Context: an optimization exercise on an open-source flow, tuned for small area, a short achievable clock period and few clock cycles per item. The choices shown serve that exercise and are no tape-out recipe.
In this exercise RTL edits were held to simulation tests only and were not proved equivalent to the original.

## job 8235
## inv_byte_substitution_state
module inv_byte_substitution_state (
    input  logic           i_clock,
    input  logic           i_reset,
    input  logic [127:0]   i_state,
    input  logic           i_valid,
    output logic           o_ready,
    output logic [127:0]   o_state,
    output logic           o_valid,
    input  logic           i_ready
);
For scale: about 3,400 cells after synthesis, ~390 flip-flops, ~260 I/O pins, ~29,000 um2 of cells after synthesis.
clock: 16.0 ns
lec_check: 0
cap_margin: 20
core_margin: 2
core_utilization: 40
cts_buf_list: sky130_fd_sc_hd__clkbuf_8
slew_margin: 20
synth_hierarchical: 1
standard.sh (not shown) runs the stock make flow with config.mk's settings and CLKGATE_MAP_FILE= SYNTH_SCRIPT=/design/flow/synth_recipe.tcl, a recipe that flattens the netlist after the stock synthesis.
==> flow/flow/run.sh <==
#!/bin/bash
# The standard layout, with plain buf_2 cells as the port buffers instead of the delay
# buffer that buffer_ports picks by default. Everything else is the standard flow.
set -euo pipefail
bash standard.sh "BUFFER_PORTS_ARGS=-buffer_cell sky130_fd_sc_hd__buf_2" SETUP_SLACK_MARGIN=11.4 finish > standard_flow.log 2>&1
Job 8235: flow completed, timing, DRC and antenna clean
Testbench counts of job 8235, summed over its fixed seeds: cycles 1,616, items 1,600.
Inputs modified between job 8235 and job 5835:
# job 8235
export LEC_CHECK = 0
export CAP_MARGIN = 20
export CORE_MARGIN = 2
export CORE_UTILIZATION = 40
export CTS_BUF_LIST = sky130_fd_sc_hd__clkbuf_8
export SLEW_MARGIN = 20
export SYNTH_HIERARCHICAL = 1
create_clock -name core_clock -period 16.0 [get_ports {i_clock}]
# job 5835
export LEC_CHECK = 0
export CAP_MARGIN = 20
export CORE_MARGIN = 2
export CORE_UTILIZATION = 40
export CTS_CLUSTER_DIAMETER = 80
export CTS_CLUSTER_SIZE = 20
export SLEW_MARGIN = 20
export SYNTH_HIERARCHICAL = 1
create_clock -name core_clock -period 16.0 [get_ports {i_clock}]
-- flow/flow/run.sh --
<<< job 8235, line 5
bash standard.sh "BUFFER_PORTS_ARGS=-buffer_cell sky130_fd_sc_hd__buf_2" SETUP_SLACK_MARGIN=11.4 finish > standard_flow.log 2>&1
>>> job 5835, line 5
bash standard.sh "BUFFER_PORTS_ARGS=-buffer_cell sky130_fd_sc_hd__buf_2" finish > standard_flow.log 2>&1
Notes after the runs:
- Minimum period implied by the final worst setup slack, job 8235 and job 5835: lower on job 8235
- Job 5835 against job 8235; area of all placed cells without fillers is down by a few percent.
[inputs] job 7327 vs job 5835
# job 5835
export LEC_CHECK = 0
export CAP_MARGIN = 20
export CORE_MARGIN = 2
export CORE_UTILIZATION = 40
export CTS_CLUSTER_DIAMETER = 80
export CTS_CLUSTER_SIZE = 20
export SLEW_MARGIN = 20
export SYNTH_HIERARCHICAL = 1
create_clock -name core_clock -period 16.0 [get_ports {i_clock}]
# job 7327
export LEC_CHECK = 0
export CAP_MARGIN = 20
export CORE_MARGIN = 2
export CORE_UTILIZATION = 55
export CTS_CLUSTER_DIAMETER = 80
export CTS_CLUSTER_SIZE = 20
export SLEW_MARGIN = 20
export SYNTH_HIERARCHICAL = 1
create_clock -name core_clock -period 16.0 [get_ports {i_clock}]
-- flow/flow/run.sh --
<<< job 5835, line 5
bash standard.sh "BUFFER_PORTS_ARGS=-buffer_cell sky130_fd_sc_hd__buf_2" finish > standard_flow.log 2>&1
>>> job 7327, line 5
bash standard.sh "BUFFER_PORTS_ARGS=-buffer_cell sky130_fd_sc_hd__buf_2" SETUP_SLACK_MARGIN=11.4 finish > standard_flow.log 2>&1
Results
- No stage failed in job 7327, and the final checks on the layout all came back clean.
- Compared with job 5835, in job 7327 maximum single-stage delay on the critical path fell 100 ps; setup slack rose by 160 ps; clock latency at the later pin of the worst-skew pair +40 ps; area growth from synthesis to final layout increased 0.30 points.
- Cell area essentially unchanged between job 7327 and job 5835.
- Job 7327 packs its core tighter than job 5835.
Input changes introduced in job 7935 (baseline for comparison: job 7327):
# job 7327
export LEC_CHECK = 0
export CAP_MARGIN = 20
export CORE_MARGIN = 2
export CORE_UTILIZATION = 55
export CTS_CLUSTER_DIAMETER = 80
export CTS_CLUSTER_SIZE = 20
export SLEW_MARGIN = 20
export SYNTH_HIERARCHICAL = 1
create_clock -name core_clock -period 16.0 [get_ports {i_clock}]
# job 7935
export LEC_CHECK = 0
export CAP_MARGIN = 20
export CORE_MARGIN = 2
export CORE_UTILIZATION = 40
export SLEW_MARGIN = 20
export SYNTH_HIERARCHICAL = 1
create_clock -name core_clock -period 16.0 [get_ports {i_clock}]
## What came out
Global placer's final weighted congestion went down slightly going from job 7327 to job 7935. The met1 usage in job 7935 was lower than what job 7327 gave. Looking at count of TritonRoute iterations in the first routing pass, job 7935 sits 3 lower than job 7327 does. Worst setup slack for job 7935: 96 ps up relative to job 7327.
Edits applied to the flow inputs when going from job 7935 to job 8429:
# job 7935
export LEC_CHECK = 0
export CAP_MARGIN = 20
export CORE_MARGIN = 2
export CORE_UTILIZATION = 40
export SLEW_MARGIN = 20
export SYNTH_HIERARCHICAL = 1
create_clock -name core_clock -period 16.0 [get_ports {i_clock}]
# job 8429
export LEC_CHECK = 0
export CAP_MARGIN = 20
export CORE_MARGIN = 2
export CORE_UTILIZATION = 40
export CTS_BUF_LIST = sky130_fd_sc_hd__clkbuf_8
export CTS_CLUSTER_DIAMETER = 60
export CTS_CLUSTER_SIZE = 16
export SLEW_MARGIN = 20
export SYNTH_HIERARCHICAL = 1
create_clock -name core_clock -period 16.0 [get_ports {i_clock}]
## What came out
Higher top achievable clock speed was reported by job 7935, not job 8429. Lower detailed-routed wire length on met3 was reported by job 8429, not job 7935. Comparing job 7935 with job 8429, the final cell count came out essentially unchanged. Compared with job 7935, in job 8429 multi-input logic area stayed essentially flat; worst setup slack saw a decrease; final non-filler cell area down 630 um2; setup clock skew after layout increased 44 ps.

-- port drivers added, routing unchanged --
The results above use ideal ports. As a check the final layouts listed here were re-extracted and re-timed, cells and wires unchanged.
Step 1 sets driving cells, clkbuf_16 on the clock port and buf_2 on the other inputs (assumed; they add their load-dependent delay and slew).
Step 2 times the ports against the registers' clock, not the clock port: input delays grow and output delays shrink by t, the midpoint of the rising clock arrivals with the driver on.
Three values: ideal, step 1, step 2; two values: the first two.
run	t (ns)	setup WS [ns]	hold slack, ns	latest minus earliest clock arrival (ns)	worst slew at a driven data input, ns
job 8235	0.701	11.585 / 11.523 / 11.218	0.462 / 0.462 / 0.462	0.062 / 0.061	0.13
job 5835	0.613	11.393 / 11.393 / 11.241	0.468 / 0.468 / 0.468	0.032 / 0.032	0.12
job 7327	0.653	11.552 / 11.486 / 11.260	0.470 / 0.470 / 0.470	0.022 / 0.021	0.09
job 7935	0.628	11.648 / 11.586 / 11.256	0.464 / 0.464 / 0.464	0.024 / 0.024	0.12
job 8429	0.693	11.572 / 11.509 / 11.240	0.468 / 0.468 / 0.468	0.068 / 0.067	0.12
After both steps setup and hold are still met in every run listed. The setup slack of job 7935, which loses most, moves by -0.062 ns with the drivers and by -0.392 ns with both steps.
